Background: an optimization exercise with open tools, aiming at small area, a short achievable clock period and few clock cycles per item. Do not read the settings as production practice.
Function was checked by simulation only, so behaviour that the tests miss may differ from the original.
Power is estimated from default activity; no workload was simulated.

Setup of harbor:
Design round_robin_task_scheduler_top, start of the top module:
module round_robin_task_scheduler_top #(
    parameter int MAX_TASKS = 16
) (
    input  logic                  clk,
    input  logic                  rst_n,
    input  logic                  cmd_valid,
    output logic                  cmd_ready,
    input  logic [1:0]            cmd_op,
    input  logic [rrts_pkg::TASK_ID_W-1:0]  cmd_task_id,
    input  logic [rrts_pkg::SLEEP_MS_W-1:0] cmd_sleep_ms,
    output logic                  res_valid,
    input  logic                  res_ready,
    output logic [rrts_pkg::TASK_ID_W-1:0]  res_running_task,
    output logic                  res_idle,
    input  logic                  cfg_valid,
    output logic                  cfg_ready,
    input  logic [rrts_pkg::TICK_MS_W-1:0]  cfg_ms_per_tick
);
Size: ~60 I/O pins.
clock: 6.5 ns
lec_check: 0
abc_area: 1
cap_margin: 20
core_margin: 2
core_utilization: 45
cts_cluster_diameter: 60
cts_cluster_size: 24
place_density: 0.65
setup_slack_margin: 3.9
slew_margin: 20
standard.sh (not shown) runs the stock make flow with config.mk's settings and CLKGATE_MAP_FILE= SYNTH_SCRIPT=/design/flow/synth_recipe.tcl, a recipe that flattens the netlist after the stock synthesis.
==> flow/flow/run.sh <==
#!/bin/bash
# The standard layout (standard.sh, unchanged synthesis and steps), except that clock
# tree synthesis adds no dummy loads to the clock tree. The whole ORFS run's output goes
# to standard.log here; ORFS keeps each step's own log under orfs/logs/.
set -euo pipefail
export CTS_ARGS="-sink_clustering_enable -repair_clock_nets -sink_clustering_size 24 -sink_clustering_max_diameter 60 -dont_use_dummy_load"
bash standard.sh > standard.log 2>&1
harbor went all the way through synthesis, placement and routing and the layout is clean on timing, DRC and antenna.
Testbench counts of harbor, summed over its fixed seeds: cycles 13,116, items 12,800.
Input-level comparison between nickel and harbor:
Settings: PLACE_DENSITY: 0.65 -> 0.75; CORE_UTILIZATION: 45 -> 60.
==> flow/flow/run.sh <==
#!/bin/bash
# The standard layout (standard.sh, unchanged synthesis and steps), except that clock
# tree synthesis adds no dummy loads to the clock tree and the port buffers are buf_2 cells.
# The whole ORFS run's output goes to standard.log here; ORFS keeps each step's own log
# under orfs/logs/.
set -euo pipefail
export CTS_ARGS="-sink_clustering_enable -repair_clock_nets -sink_clustering_size 24 -sink_clustering_max_diameter 60 -dont_use_dummy_load"
export BUFFER_PORTS_ARGS="-buffer_cell sky130_fd_sc_hd__buf_2"
bash standard.sh > standard.log 2>&1
[summary]
- Summary: with harbor as the reference, final weighted congestion of routability-driven global placement in nickel moved up by a few percent.
- Horizontal extent of the die (lower): nickel
- The lower critical path depth of harbor and nickel is in nickel.
- Diff harbor -> nickel: power lost 2.6%; finished layout cell area lost 2.6%; area overhead of the layout relative to synthesis lost 2.8 points.
- nickel ended up with fewer standard cells than harbor.
- The via-per-instance ratio of nickel exceeds that of harbor by 5.0%.
- In nickel, the routed metal-1 wirelength came out about 12% below the value in harbor.
The following lists how cedar was set up differently from nickel:
Settings: swapping 0.75 for 0.85 in PLACE_DENSITY; swapping 60 for 75 in CORE_UTILIZATION.
==> comparison <==
Between cedar and nickel, it is cedar whose total met2 wirelength after detailed routing is higher, by 1.9%.
[compare] base=nickel new=cedar: global-route usage picked up an extra 8.9 points, smallest hold slack grew by 9.0 ps, combinational power increased by about 2% relative to the old numbers, setup slack of the worst register-to-register path moved down, routed metal-1 wirelength decreased 5.1%.
cedar against nickel: maximum net fanout on the critical path went down 3; via count went up about 5.4%.
Per the comparison of cedar with nickel, sequential power shows no meaningful change; area inside the core boundary shows a reduction of 20%.
cedar vs nickel, critical path launch point: a_tick vs tk_q
Changes in juniper relative to cedar:
Settings: CORE_UTILIZATION: 75 -> 68; PLACE_DENSITY: 0.85 -> 0.8.
## What came out
- Relative to cedar, combinational share of power has decreased by 0.4 points in juniper.
- Compared with cedar, the detailed router inserted fewer vias in juniper.
- ~same final standard cell area without fillers in cedar and juniper

---

Starting RTL as in the previous note.
clock: 6.5 ns
lec_check: 0
abc_area: 1
cap_margin: 20
core_margin: 2
core_utilization: 50
cts_cluster_diameter: 60
cts_cluster_size: 24
place_density: 0.7
setup_slack_margin: 3.9
slew_margin: 20
run.sh (not shown) runs the stock make flow with config.mk's settings and CLKGATE_MAP_FILE= SYNTH_SCRIPT=/design/flow/synth_recipe.tcl, a recipe that flattens the netlist after the stock synthesis.
Stock flow here: none of the scripts above is used.
The baseline ran to the end with no violations.
Testbench counts at the start, summed over its fixed seeds: cycles 13,116, items 12,800.
Rerun with:
Settings changed: CORE_UTILIZATION 50 to 45, PLACE_DENSITY 0.7 to 0.66.
Worst setup slack improves by 0.025 ns.
Final area came out higher slightly.
First-iteration DRC count came out lower slightly.

-- what the ideal ports hide --
Ports are ideal in the flow. The routed layouts listed here were re-timed in OpenROAD.
Step 1 assumes that a clkbuf_16 drives the clock port and a buf_2 every other input.
Step 2 moves the port delays by t, midway between the first and last clock arrival at a register: inputs arrive t later, outputs are due t later. That takes back most of the time a late clock gives input paths.
a / b / c = no drivers / after step 1 / after step 2; a / b = the first two.
run	shift t [ns]	setup WS [ns]	latest minus earliest clock arrival (ns)	worst register clock-pin slew, ns	pins driven straight from the clock port
harbor	0.688	3.897 / 3.869 / 3.313	0.086 / 0.085	0.09 / 0.09	1
nickel	0.669	3.907 / 3.907 / 3.379	0.081 / 0.082	0.09 / 0.09	1
cedar	0.691	3.872 / 3.846 / 3.399	0.073 / 0.073	0.10 / 0.10	1
juniper	0.703	3.890 / 3.823 / 3.352	0.061 / 0.060	0.09 / 0.09	1
the first run of note 2	0.712	3.885 / 3.840 / 3.313	0.030 / 0.029	0.09 / 0.09	1
the second run of note 2	0.710	3.910 / 3.876 / 3.294	0.035 / 0.035	0.09 / 0.09	1
After both steps every run listed still meets setup and hold. The setup slack of the second run of note 2, which loses most, moves by -0.034 ns with the drivers and by -0.616 ns with both steps.
